From an optimization exercise on the open Yosys and OpenROAD flow, aimed at small area, a short achievable clock period and few clock cycles per item; shortcuts taken in it are not production practice. RTL that was checked went through simulation tests only; none was proved equivalent to the original. Power figures rest on the tool's default switching activity, not on a simulated workload.

the baseline:
==> flow/design.v (excerpt) <==
module tx_zc_phase_gen #(
    parameter int NZC_W  = tx_zc_pkg::ZC_NZC_W_DEF,
    parameter int OUT_W  = tx_zc_pkg::ZC_OUT_W_DEF,
    parameter int INV_W  = tx_zc_pkg::ZC_INV_W_DEF,
    parameter int PH_W   = NZC_W + 5
) (
    input  logic             sys_clk,
    input  logic             rst,
    input  logic             start,
    input  logic             abort,
    input  logic [NZC_W-1:0] zc_N_zc,
    input  logic [NZC_W-1:0] zc_len,
    input  logic [NZC_W-1:0] zc_start_index,
    input  logic [PH_W-1:0]  zc_Q,
    input  logic [PH_W-1:0]  zc_P,
    input  logic [INV_W-1:0] zc_inv_T,
    input  logic             theta_ready,
    output logic             theta_valid,
    output logic [OUT_W-1:0] theta_data,
    output logic             theta_last,
    output logic             busy,
    output logic             cfg_err
);
    logic        r_busy, r_idle, r_cfg_err;
    logic        r_ph_q2;    
    logic        r_ph_e0;    
    logic        r_ph_run;   
    logic        r_ph_w1;    
    logic        r_ph_w2;    
    logic        r_ph_w3;    
    logic        r_s1_valid, r_s1_last, r_s2_valid, r_s2_last, r_out_valid, r_out_last;
    logic [11:0] r_out_data;
    logic [11:0] r_nzc;          
  ...
make LEC_CHECK=0 CAP_MARGIN=20 CORE_MARGIN=2 CORE_UTILIZATION=40 SETUP_SLACK_MARGIN=4.3 SLEW_MARGIN=20 finish   # period 8.0 ns
run.sh (not shown) runs the stock make flow with config.mk's settings and CLKGATE_MAP_FILE= SYNTH_SCRIPT=/design/flow/synth_recipe.tcl, a recipe that flattens the netlist after the stock synthesis.
### the baseline -> the candidate
--- a/flow/config.mk
+++ b/flow/config.mk
@@ -11 +11 @@
-export SETUP_SLACK_MARGIN = 4.3
+export SETUP_SLACK_MARGIN = 4.0
### Flow results
In the candidate, total power draw is lower than in the baseline.
On register-to-register slack, the candidate does worse than the baseline.
Between the candidate and the baseline, it is the candidate whose global-route wire length before repair is lower, by 4.9%.
On switching component of the power, the baseline loses to the candidate.
In the metrics for the candidate and the baseline, the one carrying the lower worst setup slack is the candidate.
Diff the baseline -> the candidate: combined area of the multi-input logic cells shows a reduction of 4.2%; met3 demand-to-capacity share in global routing shows no meaningful change; number of placed instances with taps included shows no meaningful change.
For the net count reported at finish, the candidate came in 111 lower than the baseline did.
After synthesis and placement, the instance count of the candidate is below that of the baseline.
Total track usage down 1.2 points in the candidate wrt the baseline
Function was not checked in any run of this note: the RTL went through the layout flow alone.


tx_zc_phase_gen, a different RTL version from the one above (not shown whole).
Size: ~2800 cells after synthesis, ~110 I/O pins.
clock: 8.0 ns
lec_check: 0
cap_margin: 5
core_margin: 2
core_utilization: 40
cts_buf_list: sky130_fd_sc_hd__clkbuf_8
cts_cluster_diameter: 60
cts_cluster_size: 20
setup_slack_margin: 4.5
slew_margin: 5
tns_end_percent: 5
standard.sh (not shown) runs the stock make flow with config.mk's settings and CLKGATE_MAP_FILE= SYNTH_SCRIPT=/design/flow/synth_recipe.tcl, a recipe that flattens the netlist after the stock synthesis.
==> flow/flow/run.sh <==
#!/bin/bash
# The standard layout, with the ports buffered by buf_1 cells instead of the
# default choice of buffer cell.
set -euo pipefail
export BUFFER_PORTS_ARGS="-buffer_cell sky130_fd_sc_hd__buf_1"
bash standard.sh > standard.log 2>&1
The first run produced a clean layout.
Testbench counts at the start, summed over its fixed seeds: cycles 47,060, items 46,621.
==> next run, changes <==
Settings changed: CTS_CLUSTER_DIAMETER 60 to 70, CTS_CLUSTER_SIZE 20 to 24.
Power falls by 2.2%.
Cell area is lower by 0.50%.
Worst setup slack improved by 64 ps.
Die area stays the same.
==> next run, changes <==
Settings changed: TNS_END_PERCENT 5 to 10.
Result:
- non-clock buffer count decreases by 2
- clock skew decreases by 12 ps
- sequential cell count does not change
- die area does not change
- clock power barely changes
- cell count barely changes
- via count increases by 0.31%
- routed wire length increases by 0.32%
==> next run, changes <==
Settings changed: CTS_CLUSTER_SIZE 24 to 28.
Power does not change. Design area stays the same. Via count does not change. Cell count stays the same. Die area stays the same. Maximum frequency does not change. Clock power is about the same. Critical path depth stays the same. Utilization does not change. Routed wire length stays the same. Global-route usage does not change.
==> next run, changes <==
Settings changed: CTS_CLUSTER_DIAMETER 70 to 60, CTS_CLUSTER_SIZE 28 to 20, GPL_ROUTABILITY_DRIVEN from default to 0.
After rerunning:
- final cell count is higher slightly
- flip-flop and latch count is unchanged
- clock power is higher by a quarter to a third
- global-route usage hardly moves
- synthesized cell count stays the same
- hold slack stays flat
==> next run, changes <==
Settings changed: GPL_ROUTABILITY_DRIVEN 0 to default, SETUP_SLACK_MARGIN 4.5 to 4.4.
Result: Synthesized cell count does not change; wire length went down by 0.48%; total power went down by about 2.5%; setup slack improved by 7.7 ps; critical path depth went down by 1; synthesized area stays the same; via count went down by 1.4%; core utilization went down by 0.62 points; cell count is about the same; first-iteration DRC count went down by 4.9%.


Another version of the RTL of tx_zc_phase_gen (not shown whole).
Size: roughly 300 flip-flops, ~110 I/O pins, roughly 0.028 mm2 of cells after synthesis.
==> flow/config.mk <==
export PLATFORM = sky130hd
export DESIGN_NAME = tx_zc_phase_gen
export DESIGN_NICKNAME = tx_zc_phase_gen
export VERILOG_FILES = /design/flow/design.v
export SDC_FILE = /design/flow/constraint.sdc
export NUM_CORES = 4
export LEC_CHECK = 0
export CAP_MARGIN = 20
export CORE_MARGIN = 2
export CORE_UTILIZATION = 40
export CTS_BUF_LIST = sky130_fd_sc_hd__clkbuf_8
export CTS_CLUSTER_DIAMETER = 60
export CTS_CLUSTER_SIZE = 20
export SETUP_SLACK_MARGIN = 4.3
export SLEW_MARGIN = 20
==> flow/constraint.sdc <==
create_clock -name core_clock -period 8.0 [get_ports {sys_clk}]
set_input_delay 1.6000 -clock core_clock [delete_from_list [all_inputs] [get_ports {sys_clk}]]
set_output_delay 1.6000 -clock core_clock [all_outputs]
set_load 0.01 [all_outputs]
==> flow/flow/run.sh <==
#!/bin/bash
# The standard layout, with the ports buffered by buf_2 cells instead of the
# default choice of buffer cell.
set -euo pipefail
export BUFFER_PORTS_ARGS="-buffer_cell sky130_fd_sc_hd__buf_2"
bash standard.sh > standard.log 2>&1
==> next run, changes <==
--- a/flow/config.mk
+++ b/flow/config.mk
@@ -14 +14 @@
-export SETUP_SLACK_MARGIN = 4.3
+export SETUP_SLACK_MARGIN = 4.0
Outcome: Fmax falls slightly. Cell area is lower by a few percent. Setup slack got worse by 29 ps. Utilization decreases by 1.2 points.
No run of this note included a check of the RTL's function; only the layout flow was run.


Another version of the RTL of tx_zc_phase_gen (not shown whole).
For scale: ~2800 cells after synthesis, ~270 flip-flops, ~110 I/O pins, about 27000 sq um of cells after synthesis.
clock: 8.0 ns
lec_check: 0
cap_margin: 20
core_margin: 2
core_utilization: 40
cts_buf_list: sky130_fd_sc_hd__clkbuf_8
cts_cluster_diameter: 60
cts_cluster_size: 20
setup_slack_margin: 4.0
slew_margin: 20
==> flow/flow/run.sh <==
#!/bin/bash
# The standard layout, with the ports buffered by buf_1 cells instead of the
# default choice of buffer cell.
set -euo pipefail
export BUFFER_PORTS_ARGS="-buffer_cell sky130_fd_sc_hd__buf_1"
bash standard.sh > standard.log 2>&1
The first run went through all stages and came out clean.
==> next run, changes <==
Settings changed: CAP_MARGIN 20 to 5, SETUP_SLACK_MARGIN 4.0 to 4.5, SLEW_MARGIN 20 to 5, TNS_END_PERCENT set to 10.
The changed run finished clean.
Routed wire length goes up by a few percent.
Via count went up slightly.
Fmax rose slightly.
==> next run, changes <==
Settings changed: SETUP_SLACK_MARGIN 4.5 to 4.7.
Combinational power came out higher by about 2%; global-route usage increases by 0.28 points; sequential share of layout area drops by 0.20 points; clock-buffer cell count came out lower by 3; first-iteration DRC count rises by 11%; clock power went down by about 10%; critical path depth stays the same; sequential power barely changes; power goes down by 0.42%; fmax barely changes.
==> next run, changes <==
Settings changed: SETUP_SLACK_MARGIN 4.7 to 4.0.
Outcome: Count of clock-buffer cells in the layout drops by 3; cell count went down by 1.6%; maximum frequency came out lower by 3.8%; synthesized area does not change; utilization decreases by 1.6 points; wire length fell by 4.4%; cell area goes down by 3.6%; worst setup slack loses 0.16 ns.
==> next run, changes <==
Settings changed: TNS_END_PERCENT 10 to not set.
After rerunning: The new run passed the timing, design-rule and antenna checks. Sequential power hardly moves. Non-clock buffer count went up by 26. Total power is lower by 0.41%. Wire length climbs by 1.7%. Area after synthesis is unchanged. Count of clock-buffer cells in the layout drops by 1. Fmax went up by 2.0%. Final cell count rises by 0.67%. Via count came out higher by 0.68%.
No run of this note included a check of the RTL's function; only the layout flow was run.


Another version of the RTL of tx_zc_phase_gen (not shown whole).
For scale: about 2,800 cells after synthesis, about 270 flip-flops.
Settings: LEC_CHECK=0, CAP_MARGIN=20, CORE_MARGIN=2, CORE_UTILIZATION=65, SETUP_SLACK_MARGIN=4.0, SLEW_MARGIN=20; clock period 8.0 ns.
run.sh (not shown) runs the stock make flow with config.mk's settings and CLKGATE_MAP_FILE= SYNTH_SCRIPT=/design/flow/synth_recipe.tcl, a recipe that flattens the netlist after the stock synthesis.
Stock flow here: none of the scripts above is used.
Testbench counts at the start, summed over its fixed seeds: cycles 47,060, items 46,621.
Rerun with:
==> flow/flow/run.sh (new file) <==
#!/bin/bash
# The standard layout, with the ports buffered by buf_2 cells instead of the
# default choice of buffer cell.
set -euo pipefail
export BUFFER_PORTS_ARGS="-buffer_cell sky130_fd_sc_hd__buf_2"
bash standard.sh > standard.log 2>&1
==> flow/standard.sh (new file) <==
#!/bin/bash
# synth_recipe.tcl (not shown) runs the flow's synth.tcl, then flattens the netlist and writes it again
# the make line also repeats each setting of config.mk as NAME=value (left out here)
make -C /OpenROAD-flow-scripts/flow DESIGN_CONFIG=/design/flow/config.mk WORK_HOME=/design/flow/orfs CLKGATE_MAP_FILE= SYNTH_SCRIPT=/design/flow/synth_recipe.tcl "${@:-finish}"
CORE_UTILIZATION = 40   (was 65)
CTS_BUF_LIST = sky130_fd_sc_hd__clkbuf_8   (was unset)
CTS_CLUSTER_DIAMETER = 60   (was unset)
CTS_CLUSTER_SIZE = 20   (was unset)
SETUP_SLACK_MARGIN = 3.9   (was 4.0)
removed: flow/run.sh
Result: Total power came out lower by roughly a tenth. Register-to-register slack is worse by 70 ps. Worst setup slack gets worse by 71 ps. Wire length rises by a few percent. Hold slack gets better by 5.5 ps. Via count falls by a few percent. Count of clock-buffer cells in the layout shrinks by 19. Final area went down by a few percent. Clock power drops by well over a third. Clock skew went up by 9.3 ps. Die area rises by well over a third.
Rerun with:
==> flow/run.sh (new file) <==
#!/bin/bash
# synth_recipe.tcl (not shown) runs the flow's synth.tcl, then flattens the netlist and writes it again
# the make line also repeats each setting of config.mk as NAME=value (left out here)
make -C /OpenROAD-flow-scripts/flow DESIGN_CONFIG=/design/flow/config.mk WORK_HOME=/design/flow/orfs CLKGATE_MAP_FILE= SYNTH_SCRIPT=/design/flow/synth_recipe.tcl finish
CORE_UTILIZATION = 65   (was 40)
CTS_BUF_LIST = unset   (was sky130_fd_sc_hd__clkbuf_8)
CTS_CLUSTER_DIAMETER = unset   (was 60)
CTS_CLUSTER_SIZE = unset   (was 20)
GPL_TIMING_DRIVEN = 1   (was unset)
SETUP_SLACK_MARGIN = 4.2   (was 3.9)
removed: flow/flow/run.sh
removed: flow/standard.sh
Effect: The changed run finished with timing, DRC and antenna clean. Wire length is higher by 1.7%. Cell count falls by about 8%. Global-route usage grows by 12 points. Register-to-register slack is better by 150 ps. Cell area increases by about 4.3%. First-iteration DRC count went up by about 10%. Total power is higher by 10%. Maximum frequency rises by about 4%. Count of clock-buffer cells in the layout goes up by 12. Setup slack improved by 150 ps.
Rerun with:
==> flow/flow/run.sh (new file) <==
#!/bin/bash
# The standard layout, with the ports buffered by buf_1 cells instead of the
# default choice of buffer cell.
set -euo pipefail
export BUFFER_PORTS_ARGS="-buffer_cell sky130_fd_sc_hd__buf_1"
bash standard.sh > standard.log 2>&1
==> flow/standard.sh (new file) <==
#!/bin/bash
# synth_recipe.tcl (not shown) runs the flow's synth.tcl, then flattens the netlist and writes it again
# the make line also repeats each setting of config.mk as NAME=value (left out here)
make -C /OpenROAD-flow-scripts/flow DESIGN_CONFIG=/design/flow/config.mk WORK_HOME=/design/flow/orfs CLKGATE_MAP_FILE= SYNTH_SCRIPT=/design/flow/synth_recipe.tcl "${@:-finish}"
CORE_UTILIZATION = 40   (was 65)
CTS_BUF_LIST = sky130_fd_sc_hd__clkbuf_8   (was unset)
CTS_CLUSTER_DIAMETER = 60   (was unset)
CTS_CLUSTER_SIZE = 20   (was unset)
GPL_TIMING_DRIVEN = unset   (was 1)
SETUP_SLACK_MARGIN = 4.0   (was 4.2)
removed: flow/run.sh
Utilization came out lower by 30 points; critical path depth fell by 7; die area goes up by well over a third; cell count went up by a little under a tenth; count of clock-buffer cells in the layout is lower by 7; global-route usage falls by 12 points; via count went down by a few percent; routed wire length shrinks by a few percent.
Rerun with:
==> flow/run.sh (new file) <==
#!/bin/bash
# synth_recipe.tcl (not shown) runs the flow's synth.tcl, then flattens the netlist and writes it again
# the make line also repeats each setting of config.mk as NAME=value (left out here)
make -C /OpenROAD-flow-scripts/flow DESIGN_CONFIG=/design/flow/config.mk WORK_HOME=/design/flow/orfs CLKGATE_MAP_FILE= SYNTH_SCRIPT=/design/flow/synth_recipe.tcl finish
CTS_BUF_LIST = unset   (was sky130_fd_sc_hd__clkbuf_8)
CTS_CLUSTER_DIAMETER = unset   (was 60)
CTS_CLUSTER_SIZE = unset   (was 20)
removed: flow/flow/run.sh
removed: flow/standard.sh
The new run went through all stages and came out clean.
Sequential power barely changes.
Register-to-register slack stays flat.
Setup slack gets worse by 14 ps.


== build 48 ==
Another version of the RTL of tx_zc_phase_gen (not shown whole).
For scale: about 2,900 cells after synthesis, ~300 flip-flops, ~110 I/O pins, roughly 28,000 um^2 of cells after synthesis.
clock: 8.0 ns
lec_check: 0
cap_margin: 20
core_margin: 2
core_utilization: 40
cts_buf_list: sky130_fd_sc_hd__clkbuf_8
cts_cluster_diameter: 60
cts_cluster_size: 20
setup_slack_margin: 4.3
slew_margin: 20
standard.sh (not shown) runs the stock make flow with config.mk's settings and CLKGATE_MAP_FILE= SYNTH_SCRIPT=/design/flow/synth_recipe.tcl, a recipe that flattens the netlist after the stock synthesis.
==> flow/flow/run.sh <==
#!/bin/bash
# The standard layout, with the ports buffered by buf_2 cells instead of the
# default choice of buffer cell.
set -euo pipefail
export BUFFER_PORTS_ARGS="-buffer_cell sky130_fd_sc_hd__buf_2"
bash standard.sh > standard.log 2>&1
The inputs of build 96 differ from those of build 48 as listed below.
- SLEW_MARGIN changed from 20 to 5
- TNS_END_PERCENT newly set to 10
- SETUP_SLACK_MARGIN changed from 4.3 to 4.5
- CAP_MARGIN changed from 20 to 5
==> flow/flow/run.sh <==
#!/bin/bash
# The standard layout, with the ports buffered by buf_1 cells instead of the
# default choice of buffer cell.
set -euo pipefail
export BUFFER_PORTS_ARGS="-buffer_cell sky130_fd_sc_hd__buf_1"
bash standard.sh > standard.log 2>&1
Findings:
Diff build 48 -> build 96: number of gates resized after CTS grew by about 100%, area growth from synthesis to layout grew by 0.77 points, maximum fanout count along the critical path shrank by 8. Build 96 finished all stages; the layout is clean. A launching element of the worst setup path of r_e[7] is what build 48 shows, while r_nzc[0] belongs to build 96. [build 96 vs build 48] data required time at the worst endpoint: higher in build 96. Per the comparison of build 96 with build 48, number of global-route vias before repair lost about 3.6%, part of the total power dissipated in sequential elements picked up an extra 0.3 points, slew at the pin closest to its max-slew limit picked up an extra 170 ps.
For build 61, these inputs were changed with respect to build 96:
- changing SLEW_MARGIN from 5 to 20
- removing TNS_END_PERCENT (formerly 10)
- changing CAP_MARGIN from 5 to 20
- changing SETUP_SLACK_MARGIN from 4.5 to 4.0
==> flow/flow/run.sh <==
#!/bin/bash
# The standard layout, with the ports buffered by buf_2 cells instead of the
# default choice of buffer cell.
set -euo pipefail
export BUFFER_PORTS_ARGS="-buffer_cell sky130_fd_sc_hd__buf_2"
bash standard.sh > standard.log 2>&1
==> comparison <==
Build 61 vs. build 96: iteration count of the initial detailed-routing pass picked up an extra 2, placement-stage cell area picked up an extra about 0.33%, global-route track usage on met2 neither gained nor lost much. Comparing final area for build 96 and build 61, the smaller number came from build 61. In build 61, internal power component is lower than in build 96. Re total length of routed wires: build 61 is 1200 um down on build 96. Build 61 gives less number of nets in the finished design than build 96 did. On part of the total power dissipated in combinational logic: between build 96 and build 61, it ends up lower for build 61.
Function was not checked in any run of this note: the RTL went through the layout flow alone.

==> re-timing with driven ports <==
How much do the figures lean on ideal ports? The routed layouts below were timed once more, with nothing changed but the port constraints. Step 1 sets driving cells, clkbuf_16 on the clock port and buf_2 on the other inputs (assumed; they add their load-dependent delay and slew). Step 2 times the ports against the registers' clock, not the clock port: input delays grow and output delays shrink by t, the midpoint of the rising clock arrivals with the driver on. Slacks: no drivers / after step 1 / after step 2; pairs: no drivers / after step 1.
| run | shift t [ns] | slack for setup (ns) | worst hold slack (ns) |
|---|---|---|---|
| the baseline | 0.627 | 4.123 / 4.123 / 3.823 | 0.417 / 0.417 / 0.417 |
| the candidate | 0.617 | 3.970 / 3.970 / 3.481 | 0.426 / 0.426 / 0.426 |
| the first run of note 2 | 0.682 | 4.382 / 4.416 / 3.734 | 0.444 / 0.444 / 0.444 |
| the second run of note 2 | 0.730 | 4.446 / 4.475 / 3.745 | 0.458 / 0.458 / 0.458 |
| the third run of note 2 | 0.734 | 4.454 / 4.466 / 3.760 | 0.455 / 0.455 / 0.455 |
| the fourth run of note 2 | 0.734 | 4.454 / 4.466 / 3.760 | 0.455 / 0.455 / 0.455 |
| the fifth run of note 2 | 0.685 | 4.379 / 4.400 / 3.717 | 0.454 / 0.454 / 0.454 |
| the sixth run of note 2 | 0.685 | 4.386 / 4.400 / 3.735 | 0.445 / 0.445 / 0.445 |
| the first run of note 3 | 0.742 | 4.070 / 4.070 / 3.831 | 0.432 / 0.432 / 0.432 |
| the second run of note 3 | 0.675 | 4.042 / 4.042 / 3.697 | 0.425 / 0.425 / 0.425 |
| the first run of note 4 | 0.726 | 4.064 / 4.064 / 3.380 | 0.456 / 0.456 / 0.456 |
| the second run of note 4 | 0.674 | 4.113 / 4.113 / 3.902 | 0.434 / 0.434 / 0.434 |
| the third run of note 4 | 0.670 | 4.111 / 4.111 / 3.883 | 0.442 / 0.442 / 0.442 |
| the fourth run of note 4 | 0.714 | 3.955 / 3.955 / 3.473 | 0.431 / 0.431 / 0.431 |
| the fifth run of note 4 | 0.732 | 4.033 / 4.033 / 3.516 | 0.438 / 0.438 / 0.438 |
| the first run of note 5 | 0.616 | 4.062 / 4.062 / 3.583 | 0.453 / 0.453 / 0.453 |
| the second run of note 5 | 0.701 | 3.991 / 3.991 / 3.569 | 0.459 / 0.459 / 0.459 |
| the third run of note 5 | 0.639 | 4.138 / 4.138 / 3.690 | 0.466 / 0.466 / 0.466 |
| the fourth run of note 5 | 0.684 | 4.097 / 4.097 / 3.584 | 0.465 / 0.465 / 0.465 |
| the fifth run of note 5 | 0.604 | 4.082 / 4.082 / 3.561 | 0.457 / 0.457 / 0.457 |
| build 48 | 0.680 | 4.276 / 4.276 / 3.906 | 0.433 / 0.433 / 0.433 |
| build 96 | 0.673 | 4.415 / 4.415 / 3.878 | 0.449 / 0.449 / 0.449 |
| build 61 | 0.668 | 4.094 / 4.094 / 3.649 | 0.424 / 0.424 / 0.424 |
After both steps every run listed still meets setup and hold. The setup slack of the second run of note 2, which loses most, moves by +0.029 ns with the drivers and by -0.701 ns with both steps.
